From an optimization exercise on the open Yosys and OpenROAD flow, aimed at small area, a short achievable clock period and few clock cycles per item; shortcuts taken in it are not production practice.
At most, simulation tests tie the RTL to the original design; equivalence was not proved.
Power and IR drop assume default switching activity.

Setup of maple:
==> flow/design.v (excerpt) <==
module stream_record_player #(
    parameter int DATA_WIDTH = 8,
    parameter int ADDR_WIDTH = 8
) (
    input  logic                  clk,
    input  logic                  reset,
    input  logic                  record,
    input  logic                  play,
    input  logic                  loop,
    input  logic [DATA_WIDTH-1:0] in_data,
    input  logic                  in_valid,
    input  logic                  in_last,
    output logic                  in_ready,
    output logic [DATA_WIDTH-1:0] out_data,
    output logic                  out_valid,
    output logic                  out_last,
    input  logic                  out_ready,
    output logic [ADDR_WIDTH:0]   stored_len,
    output logic                  overflow,
    output logic                  busy
);
    localparam int                  DEPTH    = 1 << ADDR_WIDTH;
    localparam int                  SPB      = 3;                   
  ...
Size in the first run: roughly 38 I/O pins.
Settings: LEC_CHECK=0, CAP_MARGIN=20, CORE_MARGIN=2, CORE_UTILIZATION=40, CTS_BUF_LIST=sky130_fd_sc_hd__clkbuf_16, CTS_CLUSTER_DIAMETER=120, CTS_CLUSTER_SIZE=32, PLACE_DENSITY=0.75, SETUP_SLACK_MARGIN=2.75, SLEW_MARGIN=20; clock period 5.0 ns.
run.sh (not shown) runs the stock make flow with config.mk's settings and CLKGATE_MAP_FILE= SYNTH_SCRIPT=/design/flow/synth_recipe.tcl, a recipe that flattens the netlist after the stock synthesis.
Testbench counts of maple, summed over its fixed seeds: cycles 56,233, items 34,689.
Edits applied to the flow inputs when going from maple to nickel:
Settings: CTS_BUF_LIST now sky130_fd_sc_hd__clkbuf_8 sky130_fd_sc_hd__clkbuf_16, was sky130_fd_sc_hd__clkbuf_16; PLACE_DENSITY no longer set, was 0.75; CTS_CLUSTER_DIAMETER now 80, was 120; CTS_CLUSTER_SIZE now 30, was 32.
[summary]
In the reports for maple and nickel, the larger synthesis-to-finish area growth belongs to nickel.
nickel vs maple: ratio of total power to cell area up slightly
maple → nickel: internal power of the cells went up about 1.4%; die area saw little to no change; global-route usage moved up; sequential power comparable.
Going from maple to nickel, weighted congestion at the end of routability-driven global placement moved down; non-clock buffer area fraction after layout level; number of inserted diodes moved up.
Inputs modified between nickel and indigo:
Settings: a change of CTS_BUF_LIST from sky130_fd_sc_hd__clkbuf_8 sky130_fd_sc_hd__clkbuf_16 to sky130_fd_sc_hd__clkbuf_16.
==> run summary <==
There was hardly any difference in post-synthesis instance total between nickel and indigo. Max-slew headroom at the worst pin came out exactly the same in nickel and indigo. Status: clock network latency to the later pin of the worst-skew pair parity (indigo, nickel).

## alpha
stream_record_player, a different RTL version from the one above (not shown whole).
==> flow/config.mk <==
export PLATFORM = sky130hd
export DESIGN_NAME = stream_record_player
export DESIGN_NICKNAME = stream_record_player
export VERILOG_FILES = /design/flow/design.v
export SDC_FILE = /design/flow/constraint.sdc
export NUM_CORES = 4
export LEC_CHECK = 0
export CAP_MARGIN = 20
export CORE_MARGIN = 2
export CORE_UTILIZATION = 40
export SETUP_SLACK_MARGIN = 2.6
export SLEW_MARGIN = 20
==> flow/constraint.sdc <==
create_clock -name core_clock -period 5.0 [get_ports {clk}]
set_input_delay 1.0000 -clock core_clock [delete_from_list [all_inputs] [get_ports {clk}]]
set_output_delay 1.0000 -clock core_clock [all_outputs]
set_load 0.01 [all_outputs]
Setup changes, alpha to beta
Settings: SETUP_SLACK_MARGIN now 2.9, was 2.6; ABC_CLOCK_PERIOD_IN_PS now 2000, previously not set.
Notes after the runs:
- Final critical delay including setup and external delays in beta is 0.038 ns below alpha.
- Row number of buffers and inverters on the critical path: beta higher / alpha lower
- Antenna diode count: higher on alpha
- Sort beta and alpha by maximum resistive drop on vdd desc -> top: alpha
- The source-to-sink clock delay at the later pin of the worst-skew pair of beta and that of alpha are within noise of each other.
- The period utilization reported for beta is smaller than that of alpha by 0.76 points.
Function was not checked in any run of this note: the RTL went through the layout flow alone.

== job 101 ==
stream_record_player, a different RTL version from the one above (not shown whole).
Size: about 38 I/O pins, roughly 57000 µm² of cells after synthesis.
==> flow/design.v (excerpt) <==
module stream_record_player #(
    parameter int DATA_WIDTH = 8,
    parameter int ADDR_WIDTH = 8
) (
    input  logic                  clk,
    input  logic                  reset,
    input  logic                  record,
    input  logic                  play,
    input  logic                  loop,
    input  logic [DATA_WIDTH-1:0] in_data,
    input  logic                  in_valid,
    input  logic                  in_last,
    output logic                  in_ready,
    output logic [DATA_WIDTH-1:0] out_data,
    output logic                  out_valid,
    output logic                  out_last,
    input  logic                  out_ready,
    output logic [ADDR_WIDTH:0]   stored_len,
    output logic                  overflow,
    output logic                  busy
);
clock: 5.0 ns
lec_check: 0
cap_margin: 20
core_margin: 2
core_utilization: 40
setup_slack_margin: 2.6
slew_margin: 20
The following lists how job 102 was set up differently from job 101:
- a deleted SETUP_SLACK_MARGIN that had been 2.6
[summary]
- Job 102 has completed all stages; timing, DRC and antenna checks passed.
- Job 102 vs job 101, met1 demand-to-capacity share in global routing went down by 0.59 points.
- Leakage power total (job 101 / job 102): 1.05
- Job 102 has initial antenna violation count above what job 101 had.
- Taking job 101 as the reference, in job 102 final HPWL from detailed placement shows a reduction of 490 µm, worst-skew pair later-pin latency shows no meaningful change, total chip power shows a reduction of 4.5%.
- Clock tree buffer count of the final layout is higher on job 101
Function was not checked in any run of this note: the RTL went through the layout flow alone.

## port drivers added, routing unchanged
Ports are ideal in the flow. The routed layouts listed here were re-timed in OpenROAD. Step 1 (the two cells are an assumption about what drives the block):
set clk [get_ports {clk}]
set_driving_cell -lib_cell sky130_fd_sc_hd__clkbuf_16 $clk
set_driving_cell -lib_cell sky130_fd_sc_hd__buf_2 [delete_from_list [all_inputs] $clk]
Step 2 times the ports against the registers' clock, not the clock port: input delays grow and output delays shrink by t, the midpoint of the rising clock arrivals with the driver on. Three values: ideal, step 1, step 2; two values: the first two.
run | t, ns | slack for setup (ns) | hold slack, ns | worst setup path at the end
maple | 0.752 | 2.679 / 2.611 / 2.198 | 0.315 / 0.315 / 0.315 | input to register
nickel | 0.750 | 2.696 / 2.627 / 2.172 | 0.319 / 0.319 / 0.319 | input to register
indigo | 0.750 | 2.696 / 2.627 / 2.172 | 0.319 / 0.319 / 0.319 | input to register
alpha | 0.870 | 2.420 / 2.420 / 1.776 | 0.293 / 0.293 / 0.293 | input to register
beta | 0.875 | 2.458 / 2.458 / 1.729 | 0.306 / 0.306 / 0.306 | input to register
job 101 | 0.876 | 1.915 / 1.915 / 1.120 | 0.307 / 0.307 / 0.307 | input to register
job 102 | 0.872 | 1.203 / 1.203 / 0.731 | 0.308 / 0.308 / 0.308 | input to register
After both steps every run listed still meets setup and hold. For job 101, which loses most, drivers alone change the setup slack by 0.000 ns; drivers and shift together by -0.795 ns.
